Background: an optimization exercise with open tools, aiming at small area, a short achievable clock period and few clock cycles. Do not read the settings as production practice. Function was checked by simulation only, so behaviour that the tests miss may differ from the original. Power is estimated from default activity; no workload was simulated.

==> flow/design.v <==
`timescale 1ns / 1ps
`default_nettype none
package tcjq_pkg;
	localparam int QUEUE_DEPTH = 32;
	localparam int AW = $clog2(QUEUE_DEPTH);
	localparam int CW = $clog2(QUEUE_DEPTH + 1);
	localparam logic [2:0] CMD_ENQ    = 3'd0;
	localparam logic [2:0] CMD_DEQ    = 3'd1;
	localparam logic [2:0] CMD_PEEK   = 3'd2;
	localparam logic [2:0] CMD_SEARCH = 3'd3;
	localparam logic [2:0] CMD_CANCEL = 3'd4;
	localparam logic [2:0] ST_OK        = 3'd0;
	localparam logic [2:0] ST_BAD_ID    = 3'd1;
	localparam logic [2:0] ST_DUP       = 3'd2;
	localparam logic [2:0] ST_BAD_PAGES = 3'd3;
	localparam logic [2:0] ST_FULL      = 3'd4;
	localparam logic [2:0] ST_NONE      = 3'd5;
	typedef struct packed {
		logic [15:0] id;
		logic [15:0] pages;
	} entry_t;
	typedef struct packed {
		logic        we;
		logic [AW-1:0] waddr;
		entry_t      wdata;
		logic [AW-1:0] raddr;
	} mem_req_t;
endpackage
`default_nettype wire
`timescale 1ns / 1ps
`default_nettype none
module tcjq_store (
	input  wire                clk,
	input  tcjq_pkg::mem_req_t req,
	output tcjq_pkg::entry_t   rdata
);
	logic [31:0] mem_q [0:tcjq_pkg::QUEUE_DEPTH-1];
	always_ff @(posedge clk) begin
		if (req.we) begin
			mem_q[req.waddr] <= req.wdata;
		end
		rdata <= mem_q[req.raddr];
	end
endmodule
`default_nettype wire
`timescale 1ns / 1ps
`default_nettype none
module two_class_job_queue_top (
	input  wire         clk,
	input  wire         arst_n,
	input  wire         s_tvalid,
	output logic        s_tready,
	input  wire  [39:0] s_tdata,
	output logic        m_tvalid,
	input  wire         m_tready,
	output logic [71:0] m_tdata
);
	localparam int AW = tcjq_pkg::AW;
	localparam int CW = tcjq_pkg::CW;
	typedef enum logic [3:0] {
		S_IDLE, S_SP_RD, S_SP_CMP, S_SN_RD, S_SN_CMP, S_DECIDE,
		S_HEAD_RD, S_HEAD_WT, S_SH_RD, S_SH_WR, S_OUT
	} state_t;
	state_t state_q;
	logic [2:0]  cmd_q;
	logic [15:0] id_q, pages_q;
	logic        cls_q;
	logic [AW-1:0] ph_q, pt_q;
	logic [CW-1:0] pc_q, nc_q, idx_q;
	logic [15:0] done_q;
	logic        found_q, fcls_q, shq_q;
	logic [AW-1:0] fslot_q, p_q;
	tcjq_pkg::entry_t fent_q;
	logic [2:0]  st_q;
	logic        rep_q;
	tcjq_pkg::mem_req_t preq, nreq;
	tcjq_pkg::entry_t   prd, nrd;
	tcjq_store u_pstore (.clk(clk), .req(preq), .rdata(prd));
	tcjq_store u_nstore (.clk(clk), .req(nreq), .rdata(nrd));
	logic [AW-1:0] p_next, ring_addr;
	logic [CW:0]   ring_sum;
	logic hit;
	assign p_next = (p_q == AW'(tcjq_pkg::QUEUE_DEPTH - 1)) ? '0 : p_q + 1'b1;
	assign ring_sum = (CW+1)'(ph_q) + (CW+1)'(idx_q);
	assign ring_addr = (ring_sum >= (CW+1)'(tcjq_pkg::QUEUE_DEPTH)) ?
		AW'(ring_sum - (CW+1)'(tcjq_pkg::QUEUE_DEPTH)) : AW'(ring_sum);
	assign hit = ((state_q == S_SP_CMP) ? prd.id : nrd.id) == id_q;
	always_comb begin
		preq = '0;
		nreq = '0;
		case (state_q)
			S_SP_RD:   preq.raddr = ring_addr;
			S_SN_RD:   nreq.raddr = AW'(idx_q);
			S_HEAD_RD: begin
				preq.raddr = ph_q;
				nreq.raddr = '0;
			end
			S_SH_RD: begin
				preq.raddr = p_next;
				nreq.raddr = AW'(p_next);
			end
			S_SH_WR: begin
				preq.we = shq_q;
				preq.waddr = p_q;
				preq.wdata = prd;
				nreq.we = !shq_q;
				nreq.waddr = p_q;
				nreq.wdata = nrd;
			end
			S_DECIDE: begin
				if (cmd_q == tcjq_pkg::CMD_ENQ && id_q != '0 && !found_q &&
				    pages_q != '0) begin
					preq.we = cls_q && pc_q != CW'(tcjq_pkg::QUEUE_DEPTH);
					preq.waddr = pt_q;
					preq.wdata = {id_q, pages_q};
					nreq.we = !cls_q && nc_q != CW'(tcjq_pkg::QUEUE_DEPTH);
					nreq.waddr = AW'(nc_q);
					nreq.wdata = {id_q, pages_q};
				end
			end
			default: ;
		endcase
	end
	assign s_tready = (state_q == S_IDLE);
	always_ff @(posedge clk or negedge arst_n) begin
		if (!arst_n) begin
			state_q <= S_IDLE;
			ph_q <= '0; pt_q <= '0; pc_q <= '0; nc_q <= '0; done_q <= '0;
			m_tvalid <= 1'b0;
			idx_q <= '0; found_q <= 1'b0;
		end else begin
			if (m_tvalid && m_tready && state_q != S_OUT) m_tvalid <= 1'b0;
			case (state_q)
				S_IDLE: begin
					if (s_tvalid) begin
						cmd_q <= s_tdata[2:0];
						id_q <= s_tdata[18:3];
						pages_q <= s_tdata[34:19];
						cls_q <= s_tdata[35];
						idx_q <= '0;
						found_q <= 1'b0;
						st_q <= tcjq_pkg::ST_OK;
						rep_q <= 1'b0;
						fent_q <= '0;
						fcls_q <= 1'b0;
						case (s_tdata[2:0])
							tcjq_pkg::CMD_ENQ, tcjq_pkg::CMD_SEARCH,
							tcjq_pkg::CMD_CANCEL: state_q <= S_SP_RD;
							tcjq_pkg::CMD_DEQ, tcjq_pkg::CMD_PEEK: state_q <= S_HEAD_RD;
							default: state_q <= S_OUT;
						endcase
					end
				end
				S_SP_RD: begin
					if (idx_q == pc_q) begin
						idx_q <= '0;
						state_q <= S_SN_RD;
					end else begin
						fslot_q <= ring_addr;
						state_q <= S_SP_CMP;
					end
				end
				S_SP_CMP: begin
					if (hit) begin
						found_q <= 1'b1; fcls_q <= 1'b1; fent_q <= prd;
						state_q <= S_DECIDE;
					end else begin
						idx_q <= idx_q + 1'b1;
						state_q <= S_SP_RD;
					end
				end
				S_SN_RD: begin
					if (idx_q == nc_q) state_q <= S_DECIDE;
					else begin
						fslot_q <= AW'(idx_q);
						state_q <= S_SN_CMP;
					end
				end
				S_SN_CMP: begin
					if (hit) begin
						found_q <= 1'b1; fcls_q <= 1'b0; fent_q <= nrd;
						state_q <= S_DECIDE;
					end else begin
						idx_q <= idx_q + 1'b1;
						state_q <= S_SN_RD;
					end
				end
				S_DECIDE: begin
					state_q <= S_OUT;
					if (cmd_q == tcjq_pkg::CMD_ENQ) begin
						fent_q <= '0; fcls_q <= 1'b0;
						if (id_q == '0) st_q <= tcjq_pkg::ST_BAD_ID;
						else if (found_q) st_q <= tcjq_pkg::ST_DUP;
						else if (pages_q == '0) st_q <= tcjq_pkg::ST_BAD_PAGES;
						else if (cls_q) begin
							if (pc_q == CW'(tcjq_pkg::QUEUE_DEPTH)) st_q <= tcjq_pkg::ST_FULL;
							else begin
								pt_q <= (pt_q == AW'(tcjq_pkg::QUEUE_DEPTH - 1)) ?
									'0 : pt_q + 1'b1;
								pc_q <= pc_q + 1'b1;
							end
						end else begin
							if (nc_q == CW'(tcjq_pkg::QUEUE_DEPTH)) st_q <= tcjq_pkg::ST_FULL;
							else nc_q <= nc_q + 1'b1;
						end
					end else if (!found_q) begin
						st_q <= tcjq_pkg::ST_NONE;
					end else begin
						rep_q <= 1'b1;
						if (cmd_q == tcjq_pkg::CMD_CANCEL) begin
							shq_q <= fcls_q;
							p_q <= fslot_q;
							state_q <= S_SH_RD;
						end
					end
				end
				S_HEAD_RD: state_q <= S_HEAD_WT;
				S_HEAD_WT: begin
					state_q <= S_OUT;
					if (pc_q != '0) begin
						rep_q <= 1'b1; fcls_q <= 1'b1; fent_q <= prd;
						if (cmd_q == tcjq_pkg::CMD_DEQ) begin
							ph_q <= (ph_q == AW'(tcjq_pkg::QUEUE_DEPTH - 1)) ?
								'0 : ph_q + 1'b1;
							pc_q <= pc_q - 1'b1;
						end
					end else if (nc_q != '0) begin
						rep_q <= 1'b1; fcls_q <= 1'b0; fent_q <= nrd;
						if (cmd_q == tcjq_pkg::CMD_DEQ) begin
							shq_q <= 1'b0;
							p_q <= '0;
							state_q <= S_SH_RD;
						end
					end else st_q <= tcjq_pkg::ST_NONE;
					if ((pc_q != '0 || nc_q != '0) && cmd_q == tcjq_pkg::CMD_DEQ &&
					    done_q != 16'hFFFF)
						done_q <= done_q + 1'b1;
				end
				S_SH_RD: begin
					if (shq_q ? (p_next == pt_q) : ((CW)'(p_q) + 1'b1 >= nc_q)) begin
						if (shq_q) begin
							pt_q <= p_q;
							pc_q <= pc_q - 1'b1;
						end else nc_q <= nc_q - 1'b1;
						state_q <= S_OUT;
					end else state_q <= S_SH_WR;
				end
				S_SH_WR: begin
					p_q <= p_next;
					state_q <= S_SH_RD;
				end
				S_OUT: begin
					if (!m_tvalid || m_tready) begin
						m_tvalid <= 1'b1;
						m_tdata <= {4'd0, done_q, 8'(nc_q), 8'(pc_q),
							rep_q & fcls_q, rep_q ? fent_q.pages : 16'd0,
							rep_q ? fent_q.id : 16'd0, st_q};
						state_q <= S_IDLE;
					end
				end
				default: state_q <= S_IDLE;
			endcase
		end
	end
endmodule
`default_nettype wire
==> flow/run.sh <==
#!/bin/bash
# synth_recipe.tcl (not shown) runs the flow's synth.tcl, then flattens the netlist and writes it again
# the make line also repeats each setting of config.mk as NAME=value (left out here)
make -C /OpenROAD-flow-scripts/flow DESIGN_CONFIG=/design/flow/config.mk WORK_HOME=/design/flow/orfs CLKGATE_MAP_FILE= SYNTH_SCRIPT=/design/flow/synth_recipe.tcl finish
==> flow/config.mk <==
export PLATFORM = sky130hd
export DESIGN_NAME = two_class_job_queue_top
export DESIGN_NICKNAME = two_class_job_queue_top
export VERILOG_FILES = /design/flow/design.v
export SDC_FILE = /design/flow/constraint.sdc
export NUM_CORES = 4
export LEC_CHECK = 0
export CAP_MARGIN = 20
export CORE_MARGIN = 2
export CORE_UTILIZATION = 40
export PLACE_DENSITY = 0.6
export SLEW_MARGIN = 20
==> flow/constraint.sdc <==
create_clock -name core_clock -period 8.0 [get_ports {clk}]
set_input_delay 1.6000 -clock core_clock [delete_from_list [all_inputs] [get_ports {clk}]]
set_output_delay 1.6000 -clock core_clock [all_outputs]
set_load 0.01 [all_outputs]
==> Implementation_results.wiki <==
{| class="wikitable"
! Metric !! Value
|-
| NetSw || 9.53 mW
|-
| FF-to-FF End || u_pstore.mem_q[7][23]
|-
| FF+latch area || 68500 um^2
|-
| Die height || 486 um
|-
| Fillers || 20000
|-
| Most heavily used metal layer in global routing || met2
|-
| Power density over cell area || 296 nW/um^2
|-
| Worst IR Drop VDD || 0.199 mV
|-
| Max_slew headroom || 0.192
|-
| Post-cts gate resize count || 0
|-
| Die W || 486 um
|-
| Number of antenna violations at the first check in global routing || 14
|-
| Critical path, cell by cell || nor2b_1 -> nand2_1 -> and4b_4 -> a21oi_1 -> o21ai_0 -> nand2_1 -> nor2_4 -> buf_4
|-
| Utilization after layout || 0.455
|-
| Internal power component || 21.5 mW
|-
| XOR/XNOR share of the synthesized area || 0.00632
|-
| Worst Path Class, Setup || reg -> reg
|-
| Gpl congestion || 0.845
|-
| Outcome || no timing/DRC/antenna violations
|-
| Fraction of the cycle the final worst path needs || 0.726
|-
| Number of vias after detailed routing || 57700
|-
| Met2 Use GR || 0.361
|-
| Effective utilization at floorplan || 0.403
|-
| Fraction of the mapped netlist area in adder cells || 0.00415
|-
| Highest net fanout along the worst path || 46
|-
| Synth Area in Compound Gates || 0.0843
|-
| Unrepaired setup endpoints after global routing || no
|-
| Leading post-synthesis cells by instance count || 2196 x edfxtp_1, 1504 x nand2_1, 460 x nand3_1
|-
| Largest cells by area after synthesis || edfxtp_1 71%, nand2_1 6.1%, nand3_1 2.5%
|-
| Worst Path Required || 8.48 ns
|-
| Met3 global-route usage || 0.0395
|-
| Power consumption || 31.0 mW
|-
| Final-report hold violation count || 0
|-
| Post-synthesis mux area share || 0.0210
|-
| Post-route clock skew || 0.0440 ns
|-
| Antenna viol nets, final || 0
|-
| CTS sink count || 2310
|-
| Deepest clock path buffer count || 3
|-
| Global router's overall resource usage || 0.223
|-
| Number of synthesized register bits || 2310
|-
| Die Area || 236000 um^2
|-
| Pin count of the biggest net entering global routing || 194
|-
| Synthesis Warnings || 2
|-
| Largest delay contributor family on the critical path || simple AND/OR/NAND/NOR gates
|-
| R2R Setup Slk || 2.19 ns
|-
| Top FF cell, synth || edfxtp_1
|-
| Critical Path Slowest Stage Cell || nor2_4
|-
| Max Cap Viol || 0
|-
| Gr ovfl total || 0
|-
| Summed negative setup slack over all endpoints || 0 ns
|-
| Hold path cells || 0
|-
| Min Tclk post-route || 5.81 ns
|-
| Dominant cell type by count on the critical path || nand2_1
|-
| Wire length of the first global-routing pass || 386000 um
|-
| DRC violations left || 0
|-
| First-pass iteration count of the detailed router || 6
|-
| Number of max-slew violations in the final report || 0
|-
| Input/output buffers || 105
|-
| Switching part of the total power || 0.307
|-
| Setup bufs post-CTS || 0
|-
| Syn-to-layout area delta || 12.9%
|-
| Total detailed-routing wirelength || 271000 um
|-
| Number of hold buffers added after cts || 0
|-
| Mapped Area || 92900 um^2
|-
| Count of standard-cell rows || 176
|-
| Worst Hold Class || reg -> reg
|-
| Clock insertion delay at the later pin of the skew report || 0.86 ns
|-
| Clock tree from TritonCTS || built
|-
| Top-level I/O count || 118
|-
| Async set or reset register ratio after synthesis || 0.0216
|-
| Post-synth cell types || 88
|-
| Clock share of power || 0.335
|-
| Portion of total power attributed to sequential cells || 0.465
|-
| Achievable frequency || 172 MHz
|-
| First element of the critical path || state_q[0]
|-
| Per-instance average area after synthesis || 14.0 um^2
|-
| Clk Tree Root Cell || clkbuf_16
|-
| End of the worst hold path || m_tdata[0]
|-
| Count of cells along the worst register-to-register path || 8
|-
| Max H-tree Level || 4
|-
| Number of buffers inserted during clock tree synthesis || 222
|-
| Data arrival time of the critical path || 6.29 ns
|-
| Buf/Inv on CP || 1
|-
| Drt initial violations || 7287
|-
| Origin of the critical flop-to-flop path || state_q[0]
|-
| Hold_sp || st_q[0]
|-
| Cell type with the largest total area after synthesis || edfxtp_1
|-
| Main combinational cell family by area after synthesis || simple AND/OR/NAND/NOR gates
|-
| Post-synthesis cell count || 6635
|-
| Met1 capacity usage during global routing || 0.302
|-
| Simple logic cell fraction of the synthesized area || 0.123
|-
| Via-to-Cell Ratio || 5.84
|-
| Critical Path Max Stage Delay || 1.01 ns
|-
| Area inside the core boundary || 230000 um^2
|-
| Layout cell share with drive strength beyond 1 || 0.101
|-
| HPWL Detailed || 150000 um
|-
| Average routed wire per standard cell || 27.4 um
|-
| Combinational fraction of design power || 0.200
|-
| Setup-violating endpoint count in the final report || 0
|-
| Type of element capturing the critical path || register
|-
| Layout Nets || 6706
|-
| Measured slew at the worst slew-check pin || 1.21 ns
|-
| Area fraction of the dominant cell type after synthesis || 0.710
|-
| Most numerous cell in the Yosys netlist || edfxtp_1
|-
| Number of global-route vias before repair || 54700
|-
| Static Leakage || 36.1 nW
|-
| CP startpoint kind || register
|-
| Number of flops mapped to enable cells by yosys || 2196
|-
| Clock transition at the registers of the reported paths || 0.06 ns
|-
| Multi-input combinational cell area || 23000 um^2
|-
| Share of synthesized area occupied by flip-flops and latches || 0.737
|}
-- worst reg2reg max path, stage by stage, from the launching register on --
cell     delay, ns
dfrtp_1       0.81
nor2b_1       0.36
nand2_1       0.29
and4b_4       0.94
a21oi_1       0.14
o21ai_0       0.62
nand2_1       0.69
nor2_4        1.01
buf_4         0.56
-- final cells by class --
| cell class | count | share of cell area |
|---|---|---|
| antenna | 10 | 0.000239 |
| clock buffer | 313 | 0.0593 |
| clock inverter | 108 | 0.00930 |
| inverter | 24 | 0.000907 |
| multi-input combinational | 3829 | 0.219 |
| sequential | 2310 | 0.653 |
| tap | 3026 | 0.0361 |
| timing repair buffer | 246 | 0.0219 |
-- metal layers --
layer  wire [um]  up-vias  part of all wire
met3       22600      451             0.083
li1            -    25400                 -
met5          19        -          0.000070
met4        9610        2             0.035
met1      110000    29200              0.41
met2      129000     2629              0.48
-- per-stage QoR --
stage,instance area (um^2),setup WS [ns],instances,hold WS [ns]
2_1_floorplan,92900,2.38,6642,0.400
3_3_place_gp,97500,2.42,9432,0.472
3_5_place_dp,97600,2.38,9434,0.485
4_1_cts,105000,2.33,9855,0.501
5_1_grt,105000,1.97,9860,0.501
6_report,105000,2.19,9866,0.491
-- flip-flops by register name, indices dropped and copies added, names as in the netlist, 6 cells and up --
signal,cells
done_q,16
fent_q,32
id_q,16
idx_q,6
m_tdata,64
nc_q,6
pages_q,16
pc_q,6
u_nstore.mem_q,1024
u_nstore.rdata,32
u_pstore.mem_q,1024
u_pstore.rdata,32
-- worst max-delay path by stage --
stage	endpoint	slack (ns)	depth (start not counted)
after floorplan	fcls_q	2.38	11
after global placement	u_pstore.mem_q[7][22]	2.42	8
after detailed placement	u_pstore.mem_q[7][22]	2.38	8
after CTS	u_pstore.mem_q[7][23]	2.33	8
after global routing	u_pstore.mem_q[7][23]	1.97	8
final	u_pstore.mem_q[7][23]	2.19	8
-- power groups by stage --
stage | Combinational, mW | Clock (mW) | Sequential (mW)
after floorplan | 4.06 | 0 | 14.3
after global placement | 6.04 | 0 | 14.7
after detailed placement | 6.12 | 0 | 14.7
after CTS | 6.15 | 10.5 | 14.4
after global routing | 6.63 | 11.0 | 14.4
final | 6.20 | 10.4 | 14.4
-- layout by cell type (no fill, tap or decap), types with 50 or more instances in the layout --
| cell | synthesis | final |
|---|---|---|
| a32oi_1 | 60 | 60 |
| and3_1 | 178 | 177 |
| a211oi_1 | 151 | 151 |
| dfrtp_1 | 50 | 50 |
| a31oi_1 | 99 | 99 |
| clkdlybuf4s50_1 | 0 | 104 |
| nand2_1 | 1504 | 1503 |
| clkbuf_16 | 0 | 226 |
| dfxtp_1 | 64 | 64 |
| nor2_4 | 0 | 75 |
| nand4_1 | 71 | 71 |
| edfxtp_1 | 2196 | 2196 |
| nand3_1 | 460 | 460 |
| o21ai_0 | 87 | 86 |
| a22o_1 | 130 | 85 |
| buf_4 | 17 | 125 |
| clkbuf_1 | 278 | 64 |
| mux2i_1 | 179 | 179 |
| a311oi_1 | 194 | 193 |
| a21oi_1 | 95 | 94 |
-- logic make-up (layout without fill, tap and decap cells) --
group	after synthesis	after routing
DFF	2310	2310
xor gates and xnor gates	67	67
muxes	192	192
AOI/OAI and AO/OA	1000	1000
buffers and inverters	503	691
other	1	18
adders and majority gates	29	29
and+or+nand+nor	2533	2533
Testbench counts, summed over its fixed seeds: cycles 565,864.

## afterwards: timing with drivers on the ports
The flow's constraints put no driver on any port. The routed layout listed below was extracted and timed again, unchanged, in two steps. Step 1 assumes that a clkbuf_16 drives the clock port and a buf_2 every other input. Step 2 adds t to the input delays and takes it off the output delays; t is the mean of the earliest and latest rising clock arrival at the registers after step 1. Input paths then give back, and output paths get back, about the clock's delay inside the block. a / b / c = ideal ports / drivers / drivers and shift; a / b = the first two.
t, ns: 0.916
setup WS [ns]: 2.191 / 2.191 / 2.191
worst setup path at the end: register to register
worst slew at a driven data input, ns: 0.19
After both steps this run still meets setup and hold. The setup slack of this run moves by 0.000 ns with the drivers and by 0.000 ns with both steps.
